Context: an optimization exercise on an open-source flow, tuned for small area, a short achievable clock period and few clock cycles per item. The choices shown serve that exercise and are no tape-out recipe.
Power is estimated from default activity; no workload was simulated.

==> module pe_top, before the edit <==
module pe_top (
    input  logic                      clk,
    input  logic                      rstn,
    input  logic [pe_pkg::CFG_W-1:0]  filter_size,
    input  logic                      iact_write_en,
    input  logic [pe_pkg::DATA_W-1:0] data_iact_in,
    output logic                      iact_ready,
    input  logic                      weight_write_en,
    input  logic [pe_pkg::DATA_W-1:0] data_weight_in,
    output logic                      weight_ready,
    input  logic                      psum_write_en,
    input  logic [pe_pkg::DATA_W-1:0] data_psum_in,
    output logic                      psum_ready,
    input  logic                      psum_read_en,
    output logic [pe_pkg::DATA_W-1:0] data_psum_out,
    output logic                      psum_out_valid
);
    logic [15:0] a_r, p_r;
    logic [7:0]  neg_r, one_r, two_r;    
    logic        va, vb, vp;
    logic [16:0] w_ext;
    logic [7:0]  w_neg, w_one, w_two;
    assign w_ext = {data_weight_in, 1'b0};
    always_comb begin
        for (int k = 0; k < 8; k++) begin
            w_neg[k] = w_ext[2*k+2];
            w_one[k] = w_ext[2*k+1] ^ w_ext[2*k];
            w_two[k] = (w_ext[2*k+2] & ~w_ext[2*k+1] & ~w_ext[2*k])
                     | (~w_ext[2*k+2] & w_ext[2*k+1] & w_ext[2*k]);
        end
    end
    logic        first_r;      
    logic [3:0]  rem;          
    logic        last_r;       
    logic        v2;           
    logic        first2;       
    logic        last2;        
    logic        out_v;        
    logic        en_r;         
    logic        prdy_r;       
    logic        rst_q;        
    logic        fire;
    assign fire   = va && vb && en_r;
    assign iact_ready   = !va || fire;
    assign weight_ready = !vb || fire;
    assign psum_ready   = prdy_r;
    always_ff @(posedge clk) begin
        if (iact_ready)   a_r <= data_iact_in;
        if (weight_ready) begin
            neg_r <= w_neg;
            one_r <= w_one;
            two_r <= w_two;
        end
        if (psum_ready)   p_r <= data_psum_in;
    end
    logic        va_n, vb_n, vp_n, first_n, last_n, out_v_n, en_n;
    logic [3:0]  rem_n;
    logic [3:0]  fs_m1;
    assign fs_m1   = filter_size[3:0] - 4'd1;
    assign va_n    = iact_ready   ? iact_write_en   : va;
    assign vb_n    = weight_ready ? weight_write_en : vb;
    assign vp_n    = psum_ready   ? psum_write_en   : vp;
    assign first_n = fire ? last_r : first_r;
    assign rem_n   = first_n ? fs_m1 : (fire ? rem - 4'd1 : rem);
    assign last_n  = first_n ? (filter_size[3:0] == 4'd1)
                             : (rem == (fire ? 4'd1 : 4'd0));
    assign out_v_n = (v2 && last2) || (out_v && !psum_read_en);
    assign en_n    = (!first_n || (vp_n && !(fire && first_r)))
                     && (!last_n || (!out_v_n && !(fire && last_r)));
    always_ff @(posedge clk) begin
        if (!rstn) begin
            va      <= 1'b0;
            vb      <= 1'b0;
            vp      <= 1'b0;
            first_r <= 1'b1;
            v2      <= 1'b0;
            out_v   <= 1'b0;
            en_r    <= 1'b0;
            prdy_r  <= 1'b1;
        end else begin
            va      <= va_n;
            vb      <= vb_n;
            vp      <= vp_n;
            first_r <= first_n;
            v2      <= fire;
            out_v   <= out_v_n;
            en_r    <= en_n;
            prdy_r  <= !vp_n || (fire && first_r);
        end
    end
    always_ff @(posedge clk) begin
        rst_q  <= !rstn;
        rem    <= rem_n;
        last_r <= last_n;
    end
    logic [15:0] acc, out_r;
    logic [15:0] sum;
    logic [15:0] acc_s, acc_c;
    mac_core mac (
        .clk (clk),
        .a   (a_r),
        .neg (neg_r),
        .one (one_r),
        .two (two_r),
        .x   (first_r ? p_r : 16'd0),
        .acc (acc),
        .s   (acc_s),
        .c   (acc_c)
    );
    always_ff @(posedge clk) begin
        if (fire) begin
            first2 <= first_r;
            last2  <= last_r;
        end
    end
    assign sum = acc_s + acc_c;
    always_ff @(posedge clk) begin
        if (rst_q || (v2 && last2))
            acc <= '0;
        else if (v2)
            acc <= sum;
        if (v2 && last2)
            out_r <= sum;
    end
    assign psum_out_valid = out_v;
    assign data_psum_out  = out_r;
endmodule
make LEC_CHECK=0 CAP_MARGIN=20 CORE_MARGIN=2 CORE_UTILIZATION=40 SETUP_SLACK_MARGIN=4.0 SLEW_MARGIN=20 finish   # period 7.0 ns
run.sh (not shown) runs the stock make flow with config.mk's settings and CLKGATE_MAP_FILE= SYNTH_SCRIPT=/design/flow/synth_recipe.tcl, a recipe that flattens the netlist after the stock synthesis.
Next try:
--- a/flow/design.v
+++ b/flow/design.v
@@ -343,5 +343,4 @@
     logic        en_r;         
     logic        prdy_r;       
-    logic        rst_q;        
     logic        fire;
     assign fire   = va && vb && en_r;
@@ -367,6 +366,5 @@
     assign first_n = fire ? last_r : first_r;
     assign rem_n   = first_n ? fs_m1 : (fire ? rem - 4'd1 : rem);
-    assign last_n  = first_n ? (filter_size[3:0] == 4'd1)
-                             : (rem == (fire ? 4'd1 : 4'd0));
+    assign last_n  = (rem_n == 4'd0);
     assign out_v_n = (v2 && last2) || (out_v && !psum_read_en);
     assign en_n    = (!first_n || (vp_n && !(fire && first_r)))
@@ -394,5 +392,4 @@
     end
     always_ff @(posedge clk) begin
-        rst_q  <= !rstn;
         rem    <= rem_n;
         last_r <= last_n;
@@ -420,5 +417,5 @@
     assign sum = acc_s + acc_c;
     always_ff @(posedge clk) begin
-        if (rst_q || (v2 && last2))
+        if (!rstn || (v2 && last2))
             acc <= '0;
         else if (v2)
Effect: The changed run produced a clean layout. Via count is higher by about 3%. Maximum frequency is higher by about 1.6%. Sequential cell count is lower by 1. Final cell count stays the same. Global-route usage is higher by 0.14 points. Design area is lower by about 1.5%. Wire length is higher by 1.2%. Non-clock buffer count is higher by 4. Power is lower by 4.9%. Synthesized area is lower by about 0.56%. Clock-buffer cell count is lower by 4. Critical path depth is higher by 6.
No run of this note included a check of the RTL's function; only the layout flow was run.

## what the ideal ports hide
Ports are ideal in the flow. The routed layouts listed here were re-timed in OpenROAD. Step 1 (the two cells are an assumption about what drives the block):
set clk [get_ports {clk}]
set_driving_cell -lib_cell sky130_fd_sc_hd__clkbuf_16 $clk
set_driving_cell -lib_cell sky130_fd_sc_hd__buf_2 [delete_from_list [all_inputs] $clk]
Step 2 moves the port delays by t, midway between the first and last clock arrival at a register: inputs arrive t later, outputs are due t later. That takes back most of the time a late clock gives input paths. a / b / c = ideal ports / drivers / drivers and shift; a / b = the first two.
run | shift t [ns] | slack for setup (ns) | clock arrival spread, ns
the first run | 0.461 | 4.061 / 4.016 / 4.088 | 0.012 / 0.012
the second run | 0.467 | 4.108 / 4.112 / 3.662 | 0.012 / 0.013
After both steps setup and hold are still met in every run listed. For the second run, which loses most, drivers alone change the setup slack by +0.004 ns; drivers and shift together by -0.446 ns.
